Context: an optimization exercise on an open-source flow, tuned for small area and few clock cycles per item. The choices shown serve that exercise and are no tape-out recipe.
Only simulation tests tie the RTL to the original design; equivalence was not proved.
Power and IR drop assume default switching activity.

==> flow/design.v, too long to show whole: its modules and the start of the top module <==
// module pot_average_motor_servo_setpoint: 913 lines
module pot_average_motor_servo_setpoint (
    input  wire         i_clk,
    input  wire         i_rst_n,
    input  wire         i_in_valid,
    output logic        o_in_stall,
    input  wire  [19:0] i_in_item,
    output logic        o_out_valid,
    input  wire         i_out_stall,
    output logic [56:0] o_out_item
);
  // ...
==> flow/flow/run.sh <==
#!/bin/bash
# The standard layout, with small port buffers and a lighter clock tree.
# Each make step writes its own log under orfs/logs; this log holds make's output.
bash standard.sh \
  "BUFFER_PORTS_ARGS=-buffer_cell sky130_fd_sc_hd__buf_1" \
  "CTS_ARGS=-sink_clustering_enable -repair_clock_nets -dont_use_dummy_load -buf_list sky130_fd_sc_hd__clkbuf_8 -sink_clustering_size 20 -sink_clustering_max_diameter 60" \
  finish > standard.log 2>&1
==> flow/standard.sh <==
#!/bin/bash
# synth_recipe.tcl (not shown) runs the flow's synth.tcl, then flattens the netlist and writes it again
# the make line also repeats each setting of config.mk as NAME=value (left out here)
make -C /OpenROAD-flow-scripts/flow DESIGN_CONFIG=/design/flow/config.mk WORK_HOME=/design/flow/orfs CLKGATE_MAP_FILE= SYNTH_SCRIPT=/design/flow/synth_recipe.tcl "${@:-finish}"
==> flow/config.mk <==
export PLATFORM = sky130hd
export DESIGN_NAME = pot_average_motor_servo_setpoint
export DESIGN_NICKNAME = pot_average_motor_servo_setpoint
export VERILOG_FILES = /design/flow/design.v
export SDC_FILE = /design/flow/constraint.sdc
export NUM_CORES = 4
export LEC_CHECK = 0
export CAP_MARGIN = 20
export CORE_MARGIN = 2
export CORE_UTILIZATION = 40
export SLEW_MARGIN = 20
==> flow/constraint.sdc <==
create_clock -name core_clock -period 10.0 [get_ports {i_clk}]
set_input_delay 2.0000 -clock core_clock [delete_from_list [all_inputs] [get_ports {i_clk}]]
set_output_delay 2.0000 -clock core_clock [all_outputs]
set_load 0.01 [all_outputs]
==> impl_metrics.ini, run 1 <==
[finish]
drive_gt1_share_pct = 11.7
fin_util_pct = 44.3
final_area_mm2 = 0.0127
seq_cells = 233
area_growth_pct = 9.20

[placement]
numPortBuffers = 82
place_congestion = 0.784

[yosys]
synth_top_area_share_pct = 51.5
syn-num-nets = 959
yosys_warnings = 2
synth_edf_count = 200
yosysMostFrequentCell = edfxtp_1

[global_route]
grt_max_degree = 68
grt_pass1_wl_um = 29000
use_met2_pct = 18.1
grtUsageMet3_pct = 1.50
grt_pass1_vias = 5605
use_met1_pct = 18.3

[die]
initial_utilization_pct = 40.6
num_io_pins = 83

[route]
wl_met2_um = 7750
wl_per_cell_um = 14.3
drt-initial-drc-count = 304

[clocking]
clk_pin_slew_ps = 110
clock_latency_ps = 500
clock-root-buffer = clkbuf_8
cts_resized = 26
numCtsBuffers = 16

[worst_hold_path]
whs_path_depth = 0
worstHoldStart = r_cell[6][9]
min_to = r_cell[7][9]

[worst_setup_path]
critPathMostFrequentCell = fa_2
slowest_delay_ps = 550
worst-path-buf-inv = 10

[pwr]
combPwrFrac_pct = 58.6
peakVddDrop_v = 0.000476
netSwitchingPower_w = 0.00154
top_power_group = combinational logic
power_density_mw_per_mm2 = 299

[sta]
period_share_pct = 99.0

[run_status]
status = no timing/DRC/antenna violations
Testbench counts, summed over its fixed seeds: cycles 16,016, items 16,000.
==> run 2, diff against run 1 <==
==> flow/flow/run.sh (replaced) <==
#!/bin/bash
# Layout flow: the standard synthesis and layout (standard.sh), with
#  - an inverter clean-up of the synthesized netlist around the full-adder cells
#    (polfix.py; full adders are self-dual, so inverters can be moved), checked
#    for combinational equivalence with yosys (registers unchanged); if the check
#    does not pass, the standard netlist is used as it is;
#  - port buffers of the smallest buffer cell (every port still gets one);
#  - a clock tree without dummy loads, with 8x clock buffers.
# Each tool writes its own log in this folder.
set -u
R=orfs/results/sky130hd/pot_average_motor_servo_setpoint/base
bash standard.sh synth > synth.log 2>&1 || exit 1
cp $R/1_2_yosys.v $R/1_2_yosys_std.v
if python3 flow/polfix.py $R/1_2_yosys_std.v polfix_out.v > polfix.log 2>&1 \
   && python3 flow/cutff.py $R/1_2_yosys_std.v eq_gold.v >> polfix.log 2>&1 \
   && python3 flow/cutff.py polfix_out.v eq_gate.v >> polfix.log 2>&1 \
   && $FLOW_HOME/../tools/install/yosys/bin/yosys -q -l eq.log -p "
        read_liberty -ignore_miss_func $FLOW_HOME/platforms/sky130hd/lib/sky130_fd_sc_hd__tt_025C_1v80.lib
        read_verilog eq_gold.v; rename $FLOW_TOP gold
        read_verilog eq_gate.v; rename $FLOW_TOP gate
        hierarchy -check; flatten; opt_clean -purge
        miter -equiv -flatten -make_assert gold gate miter
        hierarchy -top miter
        sat -verify -prove-asserts miter" > eq_stdout.log 2>&1; then
  echo "polfix netlist proven equivalent; using it" >> polfix.log
  cp polfix_out.v $R/1_2_yosys.v
  rm -f $R/1_synth.odb $R/1_synth.sdc
else
  echo "polfix not used" >> polfix.log
fi
bash standard.sh \
  "BUFFER_PORTS_ARGS=-buffer_cell sky130_fd_sc_hd__buf_1" \
  "CTS_ARGS=-sink_clustering_enable -repair_clock_nets -dont_use_dummy_load -buf_list sky130_fd_sc_hd__clkbuf_8 -sink_clustering_size 16 -sink_clustering_max_diameter 50" \
  finish > standard.log 2>&1
==> flow/flow/cutff.py (new file) <==
"""Replace every flip-flop instance by ports: its Q net becomes an input, its other
input pins become outputs (named after the instance), so two netlists with the same
registers can be compared combinationally."""
import re, sys
src = open(sys.argv[1]).read()
cell_re = re.compile(r'^(\s*)(sky130_fd_sc_hd__(\w*df\w*|\w*dl\w*))\s+(\\\S+\s|\S+)\s*\((.*?)\);\n', re.S | re.M)
pin_re = re.compile(r'\.(\w+)\(([^()]*)\)')
ins, outs, assigns = [], [], []
def rep(m):
    name = re.sub(r'[^A-Za-z0-9_]', '_', m.group(4).strip())
    for p, n in pin_re.findall(m.group(5)):
        n = n.strip()
        if p == 'CLK': continue
        if p in ('Q', 'Q_N'):
            ins.append((f"q_{name}_{p}", n))
        else:
            outs.append((f"o_{name}_{p}", n))
    return ''
body = cell_re.sub(rep, src)
hdr_end = body.index(');', body.index('module ')) + 2
decl = ''.join(f"  input {a};\n" for a, n in ins) + ''.join(f"  output {a};\n" for a, n in outs)
conn = ''.join(f"  assign {n}{' ' if n.startswith(chr(92)) else ''} = {a};\n" for a, n in ins) + \
       ''.join(f"  assign {a} = {n}{' ' if n.startswith(chr(92)) else ''};\n" for a, n in outs)
hdr = body[:hdr_end]
hdr = hdr.replace(');', ', ' + ', '.join(a for a, n in ins + outs) + ');', 1) if False else hdr
# add ports to the port list
i = hdr.rindex(')')
hdr = hdr[:i] + ''.join(', ' + a for a, n in ins + outs) + hdr[i:]
open(sys.argv[2], 'w').write(hdr + decl + conn + body[hdr_end:])
==> flow/flow/polfix.py (new file) <==
#!/usr/bin/env python3
"""Inverter polarity clean-up for a Yosys gate netlist with sky130 full adders.

A full adder is self-dual: FA(~a,~b,~c) = (~sum, ~cout). Flipping an adder (complementing
all three inputs and both outputs) leaves the function unchanged, so the inverters around
adders can be re-placed. This picks a flip for each fa cell (local search) that needs the
fewest inverters, then rewrites the netlist: all inverters whose input or output touches a
full adder are removed and the needed ones are re-created, one per inverted net.
Registers and every other cell are left as they are.
usage: polfix.py IN.v OUT.v
"""
import re, sys, random

FA = 'sky130_fd_sc_hd__fa_'
INV = ('sky130_fd_sc_hd__inv_', 'sky130_fd_sc_hd__clkinv_')
OUTS = {'X', 'Y', 'Q', 'Q_N', 'SUM', 'COUT', 'HI', 'LO'}

src = open(sys.argv[1]).read()
mod_start = src.index('module ')
body_start = src.index(');', mod_start) + 2
end = src.rindex('endmodule')
header, body, tail = src[:body_start], src[body_start:end], src[end:]

cell_re = re.compile(r'^(\s*)(sky130_fd_sc_hd__\w+)\s+(\\\S+\s|\S+)\s*\((.*?)\);\n', re.S | re.M)
pin_re = re.compile(r'\.(\w+)\(([^()]*)\)')

cells = []   # [type, name, [(pin, net)], span]
for m in cell_re.finditer(body):
    pins = [(p, n.strip()) for p, n in pin_re.findall(m.group(4))]
    cells.append([m.group(2), m.group(3).strip(), pins, m.span()])

def is_fa(c): return c[0].startswith(FA)
def is_inv(c): return c[0].startswith(INV)

driver = {}
for i, c in enumerate(cells):
    for p, n in c[2]:
        if p in OUTS and n:
            driver[n] = (i, p)

# nets read by ports (output ports) -- treat as consumers
port_outs = set()
port_names = set(re.findall(r'^\s*output\s+(?:\[[^\]]*\]\s*)?(\S+?);', header + body, re.M))
for m in re.finditer(r'^\s*output\s+(\[[^\]]*\]\s*)?(\S+?);', header + body, re.M):
    port_outs.add(m.group(2))
assigns = re.findall(r'^\s*assign\s+(.*?)\s*=\s*(.*?);', body, re.M)

def root(n):
    """(root net, polarity) following inverter chains"""
    pol = 0
    seen = 0
    while n in driver and is_inv(cells[driver[n][0]]) and seen < 20:
        c = cells[driver[n][0]]
        n = dict(c[2])['A']; pol ^= 1; seen += 1
    return n, pol

# which inverters are "touching" an adder (to be rebuilt)
fa_ids = [i for i, c in enumerate(cells) if is_fa(c)]
fa_index = {i: k for k, i in enumerate(fa_ids)}

def drv_fa(net):
    d = driver.get(net)
    if d and is_fa(cells[d[0]]):
        return fa_index[d[0]]
    return None

# consumers: (cell index or None for port/assign, pin, root, pol)
consumers = []
for i, c in enumerate(cells):
    if is_inv(c):
        continue
    for p, n in c[2]:
        if p in OUTS or not n or n.startswith("1'"):
            continue
        r, pol = root(n)
        consumers.append((i, p, r, pol, n))
# inverters that drive a port or assign directly must stay (as consumers of root)
used_in_assign = set()
for lhs, rhs in assigns:
    for n in re.findall(r'\\\S+\s|[\w\[\]\.$]+', rhs):
        used_in_assign.add(n.strip())

inv_out_nets = {dict(c[2])['Y'] for c in cells if is_inv(c)}
for c in cells:
    if is_inv(c):
        y = dict(c[2])['Y']
        if y in port_outs or y in used_in_assign:
            r, pol = root(y)
            consumers.append((None, 'PORT', r, pol, y))

# only consider consumers whose root or consuming cell involves an adder
relevant = []
for (i, p, r, pol, n) in consumers:
    f_cons = fa_index.get(i) if i is not None else None
    f_drv = drv_fa(r)
    if f_cons is None and f_drv is None:
        continue
    relevant.append((f_cons, f_drv, r, pol, i, p, n))

nfa = len(fa_ids)
x = [0] * nfa

def cost(x):
    need = set()
    for f_cons, f_drv, r, pol, i, p, n in relevant:
        v = pol ^ (x[f_cons] if f_cons is not None else 0) ^ (x[f_drv] if f_drv is not None else 0)
        if v:
            need.add(r)
    return len(need)

# incremental local search
best = cost(x)
start = best
random.seed(1)
improved = True
byfa = {k: [] for k in range(nfa)}
while improved:
    improved = False
    order = list(range(nfa)); random.shuffle(order)
    for k in order:
        x[k] ^= 1
        c = cost(x)
        if c < best:
            best = c; improved = True
        else:
            x[k] ^= 1
print(f"polfix: {nfa} adders, inverters around adders {start} -> {best}", file=sys.stderr)
if len(sys.argv) < 3:
    sys.exit(0)

def outbuf_cleanup(text):
    """Synthesis leaves a buf_4 in front of each output port; the layout's port buffering
    adds its own buffer after it. Shrink these to buf_1 (the resizer can size them up)."""
    n = 0
    def rep(m):
        nonlocal n
        pins = dict((p, v.strip()) for p, v in pin_re.findall(m.group(0)))
        if pins.get('X', '').split('[')[0].lstrip('\\') in port_names:
            n += 1
            return m.group(0).replace(m.group(2), 'sky130_fd_sc_hd__buf_1', 1)
        return m.group(0)
    text = cell_re.sub(lambda m: rep(m) if re.match(r'sky130_fd_sc_hd__(buf|clkbuf)_\d+$', m.group(2)) else m.group(0), text)
    print(f"polfix: {n} output-port buffers from synthesis set to buf_1", file=sys.stderr)
    return text

# ---- rewrite ----
need = {}
for f_cons, f_drv, r, pol, i, p, n in relevant:
    v = pol ^ (x[f_cons] if f_cons is not None else 0) ^ (x[f_drv] if f_drv is not None else 0)
    if v:
        need.setdefault(r, None)
# nets driven by flipped adders carry the complement; name new nets
newpins = {}  # (cell idx, pin) -> net
extra = []
k = 0
def inv_net(r):
    global k
    if need[r] is None:
        k += 1
        nn = f"_polinv{k}_"
        need[r] = nn
        extra.append(f"  sky130_fd_sc_hd__inv_1 _polinv_cell{k}_ (\n    .A({r}{' ' if r.startswith(chr(92)) else ''}),\n    .Y({nn})\n  );\n")
    return need[r]
def netref(n):
    return n + ' ' if n.startswith('\\') else n
port_fix = []
for f_cons, f_drv, r, pol, i, p, n in relevant:
    v = pol ^ (x[f_cons] if f_cons is not None else 0) ^ (x[f_drv] if f_drv is not None else 0)
    target = inv_net(r) if v else r
    if i is None:
        port_fix.append((n, target))
    else:
        newpins[(i, p)] = target
# remove inverters that only fed relevant consumers (rebuild); keep others
keep_inv = set()
for (i, p, r, pol, n) in consumers:
    pass
relevant_keys = {(i, p) for f_cons, f_drv, r, pol, i, p, n in relevant}
# an inverter is still needed if some non-relevant consumer reads its output
inv_needed_nets = set()
for (i, p, r, pol, n) in consumers:
    if (i, p) not in relevant_keys and n in inv_out_nets:
        inv_needed_nets.add(n)
# and transitively its input chain
def mark(n):
    while n in driver and is_inv(cells[driver[n][0]]):
        inv_needed_nets.add(n)
        n = dict(cells[driver[n][0]][2])['A']
for n in list(inv_needed_nets):
    mark(n)
# ports/assign nets whose driver is an inverter: handled via port_fix, inverter removed
port_nets_fixed = {n for n, t in port_fix}

out = []
pos = 0
removed = 0
for idx, c in enumerate(cells):
    s, e = c[3]
    out.append(body[pos:s]); pos = e
    text = body[s:e]
    if is_inv(c):
        y = dict(c[2])['Y']
        if y not in inv_needed_nets:
            removed += 1
            continue
    if any((idx, p) in newpins for p, _ in c[2]):
        def rep(m):
            p = m.group(1)
            if (idx, p) in newpins:
                return f".{p}({netref(newpins[(idx, p)])})"
            return m.group(0)
        text = pin_re.sub(rep, text)
    out.append(text)
out.append(body[pos:])
nb = ''.join(out)
# port nets: drive with a buffer-free connection via an assign-free approach: an inverter
# or buffer cell whose output is the port net
for n, t in port_fix:
    k += 1
    if t == n:
        continue
    extra.append(f"  sky130_fd_sc_hd__buf_1 _polbuf_cell{k}_ (\n    .A({netref(t)}),\n    .X({netref(n)})\n  );\n")
# flipped adders: their output nets now carry complements; consumers were rewired above
decl = ''.join(f"  wire _polinv{j}_;\n" for j in range(1, k + 1) if f"_polinv{j}_" in ''.join(extra))
nb = decl + nb + ''.join(extra)
text = header + nb + tail
text = outbuf_cleanup(text)
open(sys.argv[2], 'w').write(text)
print(f"polfix: removed {removed} inverters, added {sum(1 for e in extra if 'inv_1' in e)} inverters, {sum(1 for e in extra if 'buf_1' in e)} port buffers", file=sys.stderr)
==> impl_metrics.ini, run 2 <==
[run_status]
status = failed layout checks
failed_layout_checks = negative setup slack

[worst_hold_path]
hold_class = flip-flop to flip-flop
worstHoldStart = r_cell[6][9]

[finish]
regMostFlops = r_cell
drive_gt1_share_pct = 13.7
area_growth_pct = 12.6
diodes = 0
largest_reg_flops = 200
final_area_mm2 = 0.0128
layout.nets = 1022
layout_commonest_cell = edfxtp_1
reg_top3 = r_cell x200, r_asum x14, r_ssum x14
final_cell_mix = 200 x edfxtp_1, 103 x inv_1, 94 x fa_1

[global_route]
antenna_found_initial = 0
grt_max_degree = 81
grt_overflow = 0
grt_pass1_wl_um = 28200
grt_usage_pct = 12.2
grt_pass1_vias = 5418

[die]
die_w_um = 172
num_rows = 61
dieArea_mm2 = 0.0298
die_y_um = 172
num_io_pins = 83
initial_utilization_pct = 40.8
core-area_mm2 = 0.0279

[worst_setup_path]
critPathArrivalTime_ps = 8230
reg2reg_from = r_fill[0]
setup.worst_path.class = flip-flop to primary output
crit_required_ps = 8000
critPathMostFrequentCell = fa_2
cp-start-kind = flip-flop
end_kind = primary output
slowest_delay_ps = 570
critPathMaxFanout = 3
crit_path_start = r_ssum[3]
worst_path_max_delay_cell = fa_2

[sta]
grt_setup_unrepaired = true
relSlewSlack_pct = 45.4
period_share_pct = 102
worst_pin_slew_ps = 819
slew_violations = 0
setup_viol = 1
max_freq_mhz = 97.8
hold_viol_final = 0
finalClockSkew_ps = 48.0
layout_min_cycle_time_ps = 10230
fin_setup_tns_ps = -226
fin_ws_ps = -226

[clocking]
clock-root-buffer = clkbuf_8
clock_latency_ps = 530
cts_sinks = 233
cts_max_level = 1
numCtsBuffers = 25
clk_pin_slew_ps = 80
cts_tree = yes
clk_path_buf_depth = 3

[yosys]
yosys_warnings = 2
syn_avg_cell_area_um2 = 15.5
syn-num-nets = 921
syn_inst = 731
syn-cell-area_mm2 = 0.0114

[route]
ant_nets = 0
drt-initial-drc-count = 256
vias = 5334
drt_pre_antenna_iters = 4
drc_errors = 0
wirelength_um = 17700
wl_per_cell_um = 14.7
avgViaCountPerCell = 4.42

[run]
max_cap_violations = 0

[placement]
numPortBuffers = 82
post_dp_cell_area_mm2 = 0.0123
dp_hpwl_um = 13100
place_congestion = 0.791

[pwr]
power_density_mw_per_mm2 = 317
p_leak_nw = 4.97
finalPower_w = 0.00406
peakVddDrop_v = 0.000365
run 2: cell count changes in the layout (fill, tap and decap cells not counted), moves of 3 or more:
cell,previous run,this run
buf_4,31,40
fa_1,97,94
inv_2,9,3
inv_1,135,103
fa_2,15,18
clkbuf_8,16,25
run 2: area by class of cell:
| class | count | area (um^2) |
|---|---|---|
| multi-input combinational | 343 | 4250 |
| sequential | 233 | 6680 |
| inverter | 106 | 398 |
| tap | 378 | 473 |
| timing repair buffer | 123 | 633 |
| fill | 2467 | 15100 |
| clock buffer | 25 | 344 |
run 2: report_power, final:
group	leakage [nW]	internal (W)	switching (W)
clock network	0.180	0.000221	0.000283
registers	2.21	0.00113	0.0000293
logic	2.58	0.00108	0.00131
run 2: timing repair:
item                                    CTS  global route
endpoints found under the setup margin    6             6
cloned                                    0             0
hold buffers                              0             0
pin swaps                                21             7
resized for setup                        22            17
setup buffers                             1             0
run 2: critical path, delay by kind of cell, from the launching register on:
family | cells | cell delay, ps
DFF | 1 | 330
xor gates and xnor gates | 4 | 600
buffers and inverters | 4 | 280
and+or+nand+nor | 2 | 260
adders and majority gates | 16 | 5880
AOI/OAI and AO/OA | 2 | 390
run 2: per-stage QoR:
| stage | setup slack [ps] | hold WS (ps) | cells | util, % |
|---|---|---|---|---|
| 2_1_floorplan | 0.517 | 400 | 731 | - |
| 3_3_place_gp | -184 | 401 | 1182 | 44.1 |
| 3_5_place_dp | -354 | 405 | 1182 | 44.1 |
| 4_1_cts | -364 | 377 | 1208 | 45.6 |
| 5_1_grt | -540 | 372 | 1208 | 45.9 |
| 6_report | -226 | 371 | 1208 | 45.9 |
run 2: final timing paths:
| kind | to | slack [ps] | depth (start not counted) |
|---|---|---|---|
| worst max-delay path | o_out_item[23] | -230 | 28 |
| worst min-delay path | r_cell[7][9] | 370 | 0 |
| worst max register to register | r_asum[13] | 3090 | 23 |
| worst min register to register | r_cell[7][9] | 370 | 0 |
run 2: layer usage:
layer,global-route usage (%),part of all wire (%),up-vias
met4,3.40,2.0,0
li1,-,-,2563
met1,18.8,52,2637
met3,1.72,4.1,30
met5,0,0,-
met2,18.2,42,104
==> run 3, diff against run 2 <==
--- a/flow/flow/run.sh
+++ b/flow/flow/run.sh
@@ -30,5 +30,5 @@
 fi
 bash standard.sh \
   "BUFFER_PORTS_ARGS=-buffer_cell sky130_fd_sc_hd__buf_1" \
-  "CTS_ARGS=-sink_clustering_enable -repair_clock_nets -dont_use_dummy_load -buf_list sky130_fd_sc_hd__clkbuf_8 -sink_clustering_size 16 -sink_clustering_max_diameter 50" \
+  "CTS_ARGS=-sink_clustering_enable -repair_clock_nets -dont_use_dummy_load -buf_list sky130_fd_sc_hd__clkbuf_8 -sink_clustering_size 20 -sink_clustering_max_diameter 60" \
   finish > standard.log 2>&1
==> impl_metrics.ini, run 3 <==
[worst_setup_path]
critPathMaxFanout = 3
cp-start-kind = flip-flop
worst_path_max_delay_cell = fa_2
reg2reg_from = r_fill[0]
setup.worst_path.class = flip-flop to primary output
critPathArrivalTime_ps = 8230
critPathMostFrequentCell = fa_2
crit_required_ps = 8000
r2r-end = r_asum[13]
reg2reg_setup_slack_ps = 3110
ff2ff_path_depth = 23
end_kind = primary output
slowest_delay_ps = 570

[route]
drt-initial-drc-count = 305
wirelength_um = 17700
wl_per_cell_um = 14.7
vias = 5317
drt_pre_antenna_iters = 4
avgViaCountPerCell = 4.42
ant_nets = 0
drc_errors = 0

[run]
max_cap_violations = 0

[finish]
reg_top3 = r_cell x200, r_asum x14, r_ssum x14
diodes = 0
layout_commonest_cell = edfxtp_1
instances_no_fill = 1203
area_growth_pct = 11.9
layout.nets = 1017
final_cell_mix = 200 x edfxtp_1, 103 x inv_1, 96 x fa_1
largest_reg_flops = 200
drive_gt1_share_pct = 13.0
regMostFlops = r_cell

[yosys]
syn-num-nets = 921
syn_inst = 731
yosys_warnings = 2
syn-cell-area_mm2 = 0.0114
syn_avg_cell_area_um2 = 15.5

[worst_hold_path]
min_to = r_cell[3][19]
hold_class = flip-flop to flip-flop
worstHoldStart = r_cell[2][19]
whs_path_depth = 0

[clocking]
cts_max_level = 1
numCtsBuffers = 20
clk_pin_slew_ps = 100
clk_path_buf_depth = 3
cts_sinks = 233
clock-root-buffer = clkbuf_8
clock_latency_ps = 520
cts_tree = yes

[global_route]
antenna_found_initial = 0
grt_overflow = 0
grt_pass1_vias = 5331
grt_max_degree = 81
grt_pass1_wl_um = 28200
grt_usage_pct = 12.3

[placement]
numPortBuffers = 82
dp.cells = 1182
place_ws_ps = -354
dp_hpwl_um = 13100
place_congestion = 0.791

[die]
die_y_um = 172
initial_utilization_pct = 40.8
core-area_mm2 = 0.0279
die_w_um = 172
num_io_pins = 83
num_rows = 61
dieArea_mm2 = 0.0298

[sta]
period_share_pct = 102
relSlewSlack_pct = 45.1
grt_setup_unrepaired = true
setup_viol = 1
max_freq_mhz = 97.7
fin_ws_ps = -234
slew_violations = 0
finalClockSkew_ps = 62.8
worst_pin_slew_ps = 823
hold_viol_final = 0
whs_ps = 388
layout_min_cycle_time_ps = 10230

[run_status]
failed_layout_checks = negative setup slack
status = failed layout checks

[pwr]
p_leak_nw = 4.93
power_density_mw_per_mm2 = 315
peakVddDrop_v = 0.000364
==> run 3: critical path: cells and delay by family (launching register included) <==
kind / cells / cell delay [ps]
adders and majority gates: 16 / 5880
xor gates and xnor gates: 4 / 600
AOI/OAI and AO/OA: 2 / 390
DFF: 1 / 340
buffers and inverters: 4 / 280
and+or+nand+nor: 2 / 260
==> run 3: where the power goes <==
group / internal [W] / switching, W / total [W]
clock network: 0.000179 / 0.000273 / 0.000452
registers: 0.00113 / 0.0000292 / 0.00116
logic: 0.00108 / 0.00131 / 0.00239
==> run 3: repair_timing <==
action | 4_1_cts | 5_1_grt
hold buffers | 0 | 0
pin swaps | 20 | 8
setup endpoints to repair | 6 | 6
gates cloned | 0 | 0
setup buffers | 1 | 0
resized for setup | 19 | 18
==> run 3: worst max path at each step <==
stage               startpoint              to  slack (ps)  depth (start not counted)
floorplan            r_ssum[5]  o_out_item[23]         0.5                         27
global placement     r_ssum[3]  o_out_item[23]        -180                         28
detailed placement   r_ssum[3]  o_out_item[23]        -350                         28
CTS                  r_ssum[3]  o_out_item[23]        -370                         28
global route         r_ssum[3]  o_out_item[23]        -570                         28
finish               r_ssum[3]  o_out_item[23]        -230                         28
==> run 3: per-layer routing <==
layer | track usage [%] | vias up | part of all wire [%]
met4 | 3.47 | 0 | 1.9
met2 | 17.9 | 101 | 42
met1 | 19.1 | 2637 | 52
met3 | 1.76 | 26 | 4.0
li1 | - | 2553 | -
met5 | 0 | - | 0
==> run 3: stage by stage <==
stage	power [W]	TNS [ps]	cell area [um^2]	util [%]
global placement	0.00335	-184	12300	44.1
floorplan	0.00279	0	11400	-
finish	0.00400	-234	12700	45.6
CTS	0.00396	-392	12600	45.3
detailed placement	0.00339	-354	12300	44.1
global route	0.00443	-793	12700	45.6
==> run 3: cell type report <==
cell class                      instances  area [um^2]
Fill cell                            2484        15200
Sequential cell                       233         6680
Multi-Input combinational cell        343         4250
Timing Repair Buffer                  123          632
Tap cell                              378          473
Inverter                              106          398
Clock buffer                           20          275

==> afterwards: timing with drivers on the ports <==
In the flow no input, the clock included, has a driving cell. The finished layouts below were timed again as built, in two steps. Step 1 sets driving cells, clkbuf_16 on the clock port and buf_2 on the other inputs (assumed; they add their load-dependent delay and slew). Step 2, shift: input delay + t, output delay - t, t = (earliest + latest rising clock arrival at the registers) / 2. This alone moves slack from input paths to output paths. a / b / c = no drivers / after step 1 / after step 2; a / b = the first two.
run	t, ns	slack for setup (ns)	worst setup path at the end	worst data-port slew with drivers (ns)
run 1	0.522	0.097 / 0.061 / 0.583	register to output	0.03
run 2	0.546	-0.226 / -0.264 / 0.282	register to output	0.04
run 3	0.539	-0.234 / -0.275 / 0.264	register to output	0.04
